Background: an optimization exercise with open tools, aiming at small area and a short achievable clock period. Do not read the settings as production practice. In this exercise RTL edits were held to simulation tests only and were not proved equivalent to the original. No activity file was given, so power comes from the tool's default toggle rates.

## flow/design.v (module list and top-level ports; edited modules follow where they fit)
// module booth_sd: 65 lines
// module bbox_top: 4314 lines
module bbox_top #(
    parameter int SIGFIG     = 24,
    parameter int RADIX      = 10,
    parameter int PIPE_DEPTH = 3
) (
    input  logic                clk,
    input  logic                rst_n,
    input  logic [9*SIGFIG-1:0] tri_in,
    input  logic [3*SIGFIG-1:0] color_in,
    input  logic                valid_in,
    input  logic                halt,
    input  logic [2*SIGFIG-1:0] screen,
    input  logic [3:0]          subsample,
    output logic [9*SIGFIG-1:0] tri_out,
    output logic [3*SIGFIG-1:0] color_out,
    output logic [4*SIGFIG-1:0] box_out,
    output logic                valid_out
);
  // ...
==> flow/run.sh <==
#!/bin/bash
# synth_recipe.tcl (not shown) runs the flow's synth.tcl, then flattens the netlist and writes it again
# the make line also repeats each setting of config.mk as NAME=value (left out here)
make -C /OpenROAD-flow-scripts/flow DESIGN_CONFIG=/design/flow/config.mk WORK_HOME=/design/flow/orfs CLKGATE_MAP_FILE= SYNTH_SCRIPT=/design/flow/synth_recipe.tcl finish
==> flow/config.mk <==
export PLATFORM = sky130hd
export DESIGN_NAME = bbox_top
export DESIGN_NICKNAME = bbox_top
export VERILOG_FILES = /design/flow/design.v
export SDC_FILE = /design/flow/constraint.sdc
export NUM_CORES = 4
export LEC_CHECK = 0
export ABC_CLOCK_PERIOD_IN_PS = 4000
export CAP_MARGIN = 20
export CORE_MARGIN = 2
export CORE_UTILIZATION = 45
export SLEW_MARGIN = 20
==> flow/constraint.sdc <==
create_clock -name core_clock -period 15.0 [get_ports {clk}]
set_input_delay 3.0000 -clock core_clock [delete_from_list [all_inputs] [get_ports {clk}]]
set_output_delay 3.0000 -clock core_clock [all_outputs]
set_load 0.01 [all_outputs]
==> metrics.md, run 1 <==
| Metric | Value |
|---|---|
| Placed cell area | about 92000 sq um |
| Comb. pwr | roughly 15000 uW |
| Crit path capture type | register |
| R2r setup slk | about 9.5 ns |
| Status | no timing/DRC/antenna violations |
| Slowest CP cell | buf_4 |
| Worst-margin pin slew | approximately 1.2 ns |
| Initial Utilization | a little under half |
| Final Hold Viols | 0 |
| Maxcap violations | 0 |
| Util after Layout | 53.2% |
| First-pass GRT wire length | 370000 um |
| Post-CTS setup buffers | 0 |
| Nonclk buf count | between 800 and 900 |
| Clk power | roughly 3400 uW |
| Fraction of area in multi-input gates | 39.0% |
| Critical path buffers and inverters | 5 |
| Hold Crit Depth | 0 |
| Synth Cell Area | about 82000 sq um |
| Delay-heaviest family, CP | buffers and inverters |
| Multi-input logic cell count | about 4000 |
| Synth cell count leaders | edfxtp_1 (1309), inv_1 (908), a22oi_1 (620) |
| Crit path capture | t2[136]$_DFFE_PN_ |
| Clock power share | about 14% |
| Synthesized instance count | about 6700 |
| Crit path kind | input port to register |
| Adder-Cell Fraction of Synth Area | between 20% and 30% |
| Hold Worst Slack | between 0.4 and 0.5 ns |
| Final ANT Viol Nets | 0 |
| Post-CTS sizing | 0 |
| Wire per inst | roughly 26 um |
| Instance count on the critical path | 5 |
| # setup viols final | 0 |
==> run 2: changes to the inputs <==
==> flow/flow/run.sh (new file) <==
#!/bin/bash
# Standard layout, with timing repair asked to leave extra setup slack so the
# resizer works on the paths that set the achieved period.
set -euo pipefail
bash standard.sh SETUP_SLACK_MARGIN=10.6 TNS_END_PERCENT=30 finish > make_finish.log 2>&1
==> flow/standard.sh (new file) <==
#!/bin/bash
# synth_recipe.tcl (not shown) runs the flow's synth.tcl, then flattens the netlist and writes it again
# the make line also repeats each setting of config.mk as NAME=value (left out here)
make -C /OpenROAD-flow-scripts/flow DESIGN_CONFIG=/design/flow/config.mk WORK_HOME=/design/flow/orfs CLKGATE_MAP_FILE= SYNTH_SCRIPT=/design/flow/synth_recipe.tcl "${@:-finish}"
removed: flow/run.sh
==> run 2 against run 1 <==
  * Still clean
  * Non-clock buffer count grew 156
  * Routed wire length grew 4.5%
  * Total power grew 4.3%
==> metrics.md, run 2 <==
| Metric | Value |
|---|---|
| Post-placement cell count | 9447 (unchanged) |
| Post-synth cell types | 75 (unchanged) |
| Most common cell in the netlist | edfxtp_1 (unchanged) |
| Vias | 56803 (was 55526) |
| Final nets | 8725 (was 8567) |
| FF/Latch Area | 39400 sq um (unchanged) |
| Maxcap violations | 0 (unchanged) |
| IO buf count | 714 (unchanged) |
| Grt ovf | 0 (unchanged) |
| H-tree depth | 4 (unchanged) |
| Status | no timing/DRC/antenna violations (unchanged) |
| Ports | 729 (unchanged) |
| Synth area leader | edfxtp_1 (unchanged) |
| Initial Utilization | 45.4% (unchanged) |
| Crit-path max FO | 4 (was 160) |
| #FFs+latches synth | 1312 (unchanged) |
| Synth Cell Area | 82100 sq um (unchanged) |
| Final setup margin | 10.25 ns (was 8.91 ns) |
| Synthesized area per cell | 12.3 sq um (unchanged) |
| Die W | 431 um (unchanged) |
| Wire per inst | 26.5 um (was 25.8 um) |
| Crit path kind | input port to register (unchanged) |
| Total CTS buffers | 143 (unchanged) |
| Setup crit start kind | input port (unchanged) |
| FP Rows | 156 (unchanged) |
| Top post-synthesis cells by area | edfxtp_1 (48%), fa_1 (14%), ha_1 (6.2%) (unchanged) |
| Ys flop type | edfxtp_1 (unchanged) |
| Share of cells above drive strength 1 | 15.1% (was 5.70%) |
| Clock latency on the worst-skew pair | 0.82 ns (about the same) |
| Number of synthesized flops with an enable pin | 1309 (unchanged) |
| Sequential share of the synthesized area | 48.0% (unchanged) |
| Max VDD drop | 0.464 mV (was 0.423 mV) |
| Cts hold-fix bufs | 0 (unchanged) |
| Final ANT Viol Nets | 0 (unchanged) |
| Worst path required time | 15.56 ns (was 15.43 ns) |
| Clk slew on worst S/H paths | 0.06 ns (about the same) |
| Starting DRT DRC Count | 5815 (was 5658) |
| Multi-input logic area | 39700 sq um (was 37600 sq um) |
| DRT Wirelength | 262000 um (was 250000 um) |
| Final number of max-transition violations | 0 (unchanged) |
| Final Hold Viols | 0 (unchanged) |
| Crit path cell chain | buf_8, inv_4, ha_4, fa_2, nor2b_2, o31a_1, o311a_1, a2111oi_4, o221a_2, buf_6, o21ai_4, a21oi_2, xnor2_1 (was clkdlybuf4s50_1, clkinvlp_4, buf_4, buf_12, buf_4) |
| Synth cell count leaders | edfxtp_1 (1309), inv_1 (908), a22oi_1 (620) (unchanged) |
| Synth warn | 28 (unchanged) |
| Crit path capture type | register (unchanged) |
| Final Instance Count excl. Fillers | 9880 (was 9714) |
| Die area | 186000 sq um (unchanged) |
| Final period util | 31.7% (was 40.6%) |
| DRC | 0 (unchanged) |
| R2r setup slk | 10.42 ns (was 9.52 ns) |
| Vias in the first global route | 56919 (was 56156) |
| Largest registers | t0 (216), t1 (216), t2 (216) (unchanged) |
| Slowest CP cell | a2111oi_4 (was buf_4) |
| Most common cell after layout, fill and taps aside | edfxtp_1 (unchanged) |
| Vias per inst | 5.75 (was 5.72) |
| Die Height | 431 um (unchanged) |
| Overall Global Routing Usage | 27.1% (was 26.7%) |
| Worst Hold Class | register to register (unchanged) |
| Routability cong. | 0.924 (unchanged) |
| Most frequent cells in the layout | edfxtp_1 (1309), inv_1 (854), a22oi_1 (537) (was edfxtp_1 (1309), inv_1 (907), clkdlybuf4s50_1 (714)) |
| First-pass GRT wire length | 375000 um (was 370000 um) |
| Largest net degree at the start of global routing | 100 (was 198) |
| F_max | 0.210 GHz (was 0.164 GHz) |
| Clock skew | 0.0541 ns (was 0.0540 ns) |
| Pwr/cell area | 254 nW/um^2 (was 255 nW/um^2) |
| # setup viols final | 0 (unchanged) |
| Post-route setup TNS | 0 ns (unchanged) |
| Worst EP arrival | 5.31 ns (was 6.52 ns) |
| Async set-or-reset flop fraction in the synthesized netlist | 0.229% (unchanged) |
| RSZ-0062 raised after global routing | yes (was no) |
| Initial antenna violation count | 32 (was 20) |
| Dpl hpwl | 178000 um (unchanged) |
| Slew HR | 35.6% (was 18.2%) |
| Crit path largest cell delay | 0.40 ns (was 0.74 ns) |
| Core area | 181000 sq um (unchanged) |
| Max Root-Sink Buffers | 3 (unchanged) |
| Num Clock Sinks | 1312 (unchanged) |
| Number of fill cells | 15020 (was 15339) |
| DP Worst Slack | 8.05 ns (unchanged) |
| Synthesized instance count | 6653 (unchanged) |
| Util after Layout | 55.5% (was 53.2%) |
| Drt first pass iters | 9 (unchanged) |
| Root buffer cell | clkbuf_16 (unchanged) |
| Area Overhead vs Synth | 22.4% (was 17.2%) |
| CTS tree | yes (unchanged) |
| Worst-margin pin slew | 0.942 ns (was 1.23 ns) |
| Total power | 25600 uW (was 24500 uW) |
| Post-synth top area share | 47.9% (unchanged) |
| Final min period | 4.75 ns (was 6.09 ns) |
| Static leakage | 0.0411 uW (was 0.0386 uW) |
-- run 2: cell counts after synthesis --
No cell type changed its count.
-- run 2: per-layer routing --
metal  GRT usage [%]  up-vias  routed length (um)  share of wire [%]
met5               0        -                 111              0.042
met4            10.8       16               12300                4.7
met3            5.43      660               24100                9.2
met2            44.2     3033              122000                 47
met1            35.6    28470              103000                 39
li1                -    24624                   -                  -
-- run 2: final timing paths --
path	start	depth (start not counted)	to
worst max-delay path	tri_in[144]	13	ma1[20]$_DFFE_PN_
worst min-delay path	c0[19]$_DFFE_PN_	0	c1[19]$_DFFE_PN_
worst max register to register	ma1[16]$_DFFE_PN_	15	row1_1[13]$_DFFE_PN_
worst min register to register	c0[19]$_DFFE_PN_	0	c1[19]$_DFFE_PN_
max in group asynchronous	rst_n	1	v1$_DFFE_PN0N_
min in group asynchronous	rst_n	1	v2$_DFFE_PN0N_
-- run 2: kinds of logic after synthesis --
group | Yosys count | synth area share [%]
AND/OR/NAND/NOR | 757 | 4.19
multiplexers | 147 | 1.90
XOR/XNOR | 713 | 7.61
adder cells (fa/ha/maj) | 1001 | 20.7
flip-flops | 1312 | 48.0
buffers and inverters | 1368 | 6.35
AO/OA/AOI/OAI | 1354 | 11.3
other | 1 | 0.00457
-- run 2: worst max-delay path, delay by kind of cell --
| family | cells | cell delay [ns] |
|---|---|---|
| AND/OR/NAND/NOR | 1 | 0.05 |
| XOR/XNOR | 1 | 0.07 |
| buffers and inverters | 3 | 0.27 |
| AO/OA/AOI/OAI | 6 | 1.58 |
| adder cells (fa/ha/maj) | 2 | 0.34 |
-- run 2: cell type report --
cell class	instances	area share [%]
antenna	18	0.0448
clock buffer	180	3.70
timing repair inverter	2	0.00996
sequential	1312	39.2
tap	2370	2.95
timing repair buffer	1023	10.3
multi-input combinational	3988	39.5
clock inverter	77	0.790
inverter	910	3.44
-- run 2: timing repair --
item	in CTS	in global routing
setup buffers	41	84
pin swaps	67	190
endpoints found under the setup margin	1823	741
gates cloned	8	25
gates resized for setup	740	903
-- run 2: power breakdown --
group	total [uW]	switching [uW]	internal (uW)	leakage, uW
Sequential	6010	199	5810	0.0129
Clock	3420	1520	1900	0.00217
Combinational	16100	9290	6850	0.0260
Total	25600	11000	14600	0.0411
-- run 2: through the flow --
step           hold WS (ns)  area (sq um)
2_1_floorplan         0.400         82100
3_3_place_gp          0.400         91700
3_5_place_dp          0.405         91700
4_1_cts               0.401         97300
5_1_grt               0.417        100000
6_report              0.403        100000

==> separate check: timing with driven ports <==
The flow's constraints put no driver on any port. The routed layouts listed below were extracted and timed again, unchanged, in two steps. Step 1 sets driving cells, clkbuf_16 on the clock port and buf_2 on the other inputs (assumed; they add their load-dependent delay and slew). Step 2, shift: input delay + t, output delay - t, t = (earliest + latest rising clock arrival at the registers) / 2. This alone moves slack from input paths to output paths. Three values: ideal ports, drivers, drivers and shift; two values: the first two.
| run | shift t [ns] | setup WS [ns] | hold slack, ns | latest minus earliest clock arrival (ns) |
|---|---|---|---|---|
| run 1 | 0.871 | 8.915 / 8.941 / 8.070 | 0.402 / 0.402 / 0.402 | 0.055 / 0.055 |
| run 2 | 0.876 | 10.247 / 10.219 / 9.343 | 0.403 / 0.403 / 0.403 | 0.055 / 0.056 |
After both steps every run listed still meets setup and hold. The setup slack of run 2, which loses most, moves by -0.028 ns with the drivers and by -0.904 ns with both steps.
